Context: an optimization exercise on an open-source flow, tuned for small area. The choices shown serve that exercise and are no tape-out recipe. At most, simulation tests tie the RTL to the original design; equivalence was not proved. No activity file was given, so power comes from the tool's default toggle rates.

==> flow/design.v <==
module grahzm_core #(
   parameter int WIDTH = 8,
   parameter int RAM_DEPTH = 256,
   parameter int PC_WIDTH = 8
) (
   input  logic                clk,
   input  logic                rst,
   output logic [PC_WIDTH-1:0] prog_addr,
   input  logic [7:0]          prog_data,
   input  logic [WIDTH-1:0]    in_data,
   input  logic                in_valid,
   output logic                in_ready,
   output logic [WIDTH-1:0]    out_data,
   output logic                out_valid,
   input  logic                out_ready,
   output logic                stall
);
   logic [7:0] pc_q, pc_d;
   logic [7:0] r0_q, r1_q, r2_q, r3_q, r4_q, r5_q;
   logic [7:0] r0_d, r1_d, r2_d, r3_d, r4_d, r5_d;
   logic [7:0] out_data_q, out_data_d;
   logic out_valid_q, out_valid_d;
   logic [2047:0] ram_q;
   logic [1:0] cls;
   logic [2:0] src, dst, op;
   logic is_copy, need_in, need_out, blocked, go, ram_we, zero, neg, base, taken;
   logic [7:0] src_val, reg_val, alu, rdata, wcol;
   logic [15:0] hi, lo;
   logic [255:0] nsel, wstb, nwstb;
   logic [15:0] lo_we;
   assign cls = prog_data[7:6];
   assign src = prog_data[5:3];
   assign dst = prog_data[2:0];
   assign op = prog_data[2:0];
   always_comb begin
      for (int i = 0; i < 16; i++) begin
         hi[i] = r4_q[7:4] == 4'(i);
         lo[i] = r4_q[3:0] == 4'(i);
         lo_we[i] = lo[i] & ram_we;
      end
      for (int k = 0; k < 256; k++) begin
         nsel[k] = ~(hi[k / 16] & lo[k % 16]);
         wstb[k] = hi[k / 16] & lo_we[k % 16];
         nwstb[k] = ~(hi[k / 16] & lo_we[k % 16]);
      end
   end
   for (genvar b = 0; b < 8; b++) begin : g_rd
      logic [63:0] grp;
      for (genvar g = 0; g < 64; g++) begin : g_grp
         logic [3:0] col;
         for (genvar w = 0; w < 4; w++) begin : g_w
            assign col[w] = ram_q[(g*4+w)*8+b];
         end
         grahzm_rd4 u_rd (.q(col), .nsel(nsel[g*4+3:g*4]), .z(grp[g]));
      end
      assign rdata[b] = &grp;
   end
   for (genvar k = 0; k < 256; k++) begin : g_word
      grahzm_ram_word u_word (.clk(clk), .wstb(wstb[k]), .nwstb(nwstb[k]), .wd(wcol), .q(ram_q[k*8+7:k*8]));
   end
   always_comb begin
      case (src)
         3'd0: reg_val = r0_q;
         3'd1: reg_val = r1_q;
         3'd2: reg_val = r2_q;
         3'd3: reg_val = r3_q;
         3'd4: reg_val = r4_q;
         default: reg_val = r5_q;
      endcase
   end
   always_comb begin
      is_copy = cls == 2'b10;
      need_in = is_copy && src == 3'd7;
      need_out = is_copy && dst == 3'd7;
      blocked = (need_in && !in_valid) || (need_out && out_valid_q && !out_ready);
      go = !rst && !blocked;
      ram_we = go && is_copy && dst == 3'd6 && src != 3'd6;
      src_val = src == 3'd7 ? in_data : src == 3'd6 ? rdata : reg_val;
      wcol = src == 3'd7 ? in_data : reg_val;
   end
   always_comb begin
      alu = '0;
      case (op)
         3'd0: alu = r1_q | r2_q;
         3'd1: alu = ~(r1_q & r2_q);
         3'd2: alu = ~(r1_q | r2_q);
         3'd3: alu = r1_q & r2_q;
         3'd4: alu = r1_q + r2_q;
         3'd5: alu = r1_q - r2_q;
         3'd6: alu = r1_q ^ r2_q;
         default: alu = r1_q << 1;
      endcase
   end
   always_comb begin
      zero = r3_q == '0;
      neg = r3_q[7];
      base = op[1:0] == 2'd0 ? 1'b0 : op[1:0] == 2'd1 ? zero : op[1:0] == 2'd2 ? neg : zero | neg;
      taken = base ^ op[2];
   end
   always_comb begin
      pc_d = pc_q;
      r0_d = r0_q;
      r1_d = r1_q;
      r2_d = r2_q;
      r3_d = r3_q;
      r4_d = r4_q;
      r5_d = r5_q;
      out_data_d = out_data_q;
      out_valid_d = out_valid_q && !out_ready;
      if (go) begin
         pc_d = (cls == 2'b11 && taken) ? r0_q : pc_q + 1'b1;
         if (cls == 2'b00) r0_d = 8'(prog_data[5:0]);
         if (cls == 2'b01) r3_d = alu;
         if (is_copy) begin
            case (dst)
               3'd0: r0_d = src_val;
               3'd1: r1_d = src_val;
               3'd2: r2_d = src_val;
               3'd3: r3_d = src_val;
               3'd4: r4_d = src_val;
               3'd5: r5_d = src_val;
               default: ;
            endcase
         end
         if (need_out) begin
            out_data_d = src_val;
            out_valid_d = 1'b1;
         end
      end
   end
   assign prog_addr = rst ? '0 : pc_q;
   assign stall = !rst && blocked;
   assign in_ready = !rst && need_in && !blocked;
   assign out_data = out_data_q;
   assign out_valid = out_valid_q;
   always_ff @(posedge clk) begin
      if (rst) begin
         pc_q <= '0;
         r0_q <= '0;
         r1_q <= '0;
         r2_q <= '0;
         r3_q <= '0;
         r4_q <= '0;
         r5_q <= '0;
         out_data_q <= '0;
         out_valid_q <= 1'b0;
      end else begin
         pc_q <= pc_d;
         r0_q <= r0_d;
         r1_q <= r1_d;
         r2_q <= r2_d;
         r3_q <= r3_d;
         r4_q <= r4_d;
         r5_q <= r5_d;
         out_data_q <= out_data_d;
         out_valid_q <= out_valid_d;
      end
   end
endmodule
module grahzm_ram_word (
   input  logic       clk,
   input  logic       wstb,
   input  logic       nwstb,
   input  logic [7:0] wd,
   output logic [7:0] q
);
   always_ff @(posedge clk) q <= (q | {8{wstb}}) & ({8{nwstb}} | wd);
endmodule
module grahzm_rd4 (
   input  logic [3:0] q,
   input  logic [3:0] nsel,
   output logic        z
);
   assign z = &(q | nsel);
endmodule
==> flow/config.mk <==
export PLATFORM = sky130hd
export DESIGN_NAME = grahzm_core
export DESIGN_NICKNAME = grahzm_core
export VERILOG_FILES = /design/flow/design.v
export SDC_FILE = /design/flow/constraint.sdc
export NUM_CORES = 4
export LEC_CHECK = 0
export CAP_MARGIN = 20
export CORE_MARGIN = 2
export CORE_UTILIZATION = 40
export CTS_CLUSTER_DIAMETER = 100
export CTS_CLUSTER_SIZE = 28
export SLEW_MARGIN = 20
export SYNTH_HIERARCHICAL = 1
==> flow/constraint.sdc <==
create_clock -name core_clock -period 5.5 [get_ports {clk}]
set_input_delay 1.1000 -clock core_clock [delete_from_list [all_inputs] [get_ports {clk}]]
set_output_delay 1.1000 -clock core_clock [all_outputs]
set_load 0.01 [all_outputs]
run.sh (not shown) runs the stock make flow with config.mk's settings and CLKGATE_MAP_FILE= SYNTH_SCRIPT=/design/flow/synth_recipe.tcl, a recipe that flattens the netlist after the stock synthesis.
The starting point passed the timing, DRC and antenna checks.
Edit:
--- a/flow/design.v
+++ b/flow/design.v
@@ -44,17 +44,13 @@
          nwstb[k] = ~(hi[k / 16] & lo_we[k % 16]);
       end
    end
    for (genvar b = 0; b < 8; b++) begin : g_rd
-      logic [63:0] grp;
-      for (genvar g = 0; g < 64; g++) begin : g_grp
-         logic [3:0] col;
-         for (genvar w = 0; w < 4; w++) begin : g_w
-            assign col[w] = ram_q[(g*4+w)*8+b];
-         end
-         grahzm_rd4 u_rd (.q(col), .nsel(nsel[g*4+3:g*4]), .z(grp[g]));
+      logic [127:0] pz;
+      for (genvar g = 0; g < 128; g++) begin : g_pair
+         grahzm_rd2 u_rd (.q({ram_q[(2*g+1)*8+b], ram_q[(2*g)*8+b]}), .nsel(nsel[2*g+1:2*g]), .z(pz[g]));
       end
-      assign rdata[b] = &grp;
+      assign rdata[b] = ~|pz;
    end
    for (genvar k = 0; k < 256; k++) begin : g_word
       grahzm_ram_word u_word (.clk(clk), .wstb(wstb[k]), .nwstb(nwstb[k]), .wd(wcol), .q(ram_q[k*8+7:k*8]));
    end
@@ -165,11 +161,11 @@
    output logic [7:0] q
 );
    always_ff @(posedge clk) q <= (q | {8{wstb}}) & ({8{nwstb}} | wd);
 endmodule
-module grahzm_rd4 (
-   input  logic [3:0] q,
-   input  logic [3:0] nsel,
-   output logic        z
+module grahzm_rd2 (
+   input  logic [1:0] q,
+   input  logic [1:0] nsel,
+   output logic       z
 );
-   assign z = &(q | nsel);
+   assign z = ~&(q | nsel);
 endmodule
Result: This time the run finished with negative setup slack left. Die area drops slightly. Cell area barely changes. Global-route usage climbs by 3.3 points. Utilization climbs by 0.52 points. Routed wire length climbs by roughly a tenth. Clock-buffer cell count climbs by 2. Worst setup slack gets worse by 420 ps. Clock skew climbs by 9.6 ps. Via count climbs by a few percent. Clock power climbs slightly.
For the second run of this note, only the layout was checked, not whether the RTL still works.

what the ideal ports hide:
Ports are ideal in the flow. The routed layouts listed here were re-timed in OpenROAD.
Step 1, drivers: a clkbuf_16 drives clk and a buf_2 each remaining input, both assumed.
Step 2 times the ports against the registers' clock, not the clock port: input delays grow and output delays shrink by t, the midpoint of the rising clock arrivals with the driver on.
Three values: no drivers, after step 1, after step 2; two values: the first two.
| run | t (ns) | setup slack, ns | worst setup path after step 2 | latest minus earliest clock arrival (ns) | pins driven straight from the clock port |
|---|---|---|---|---|---|
| the first run | 0.850 | 0.405 / 0.405 / 0.405 | register to register | 0.036 / 0.036 | 1 |
| the second run | 0.847 | -0.019 / -0.019 / -0.019 | register to register | 0.053 / 0.052 | 1 |
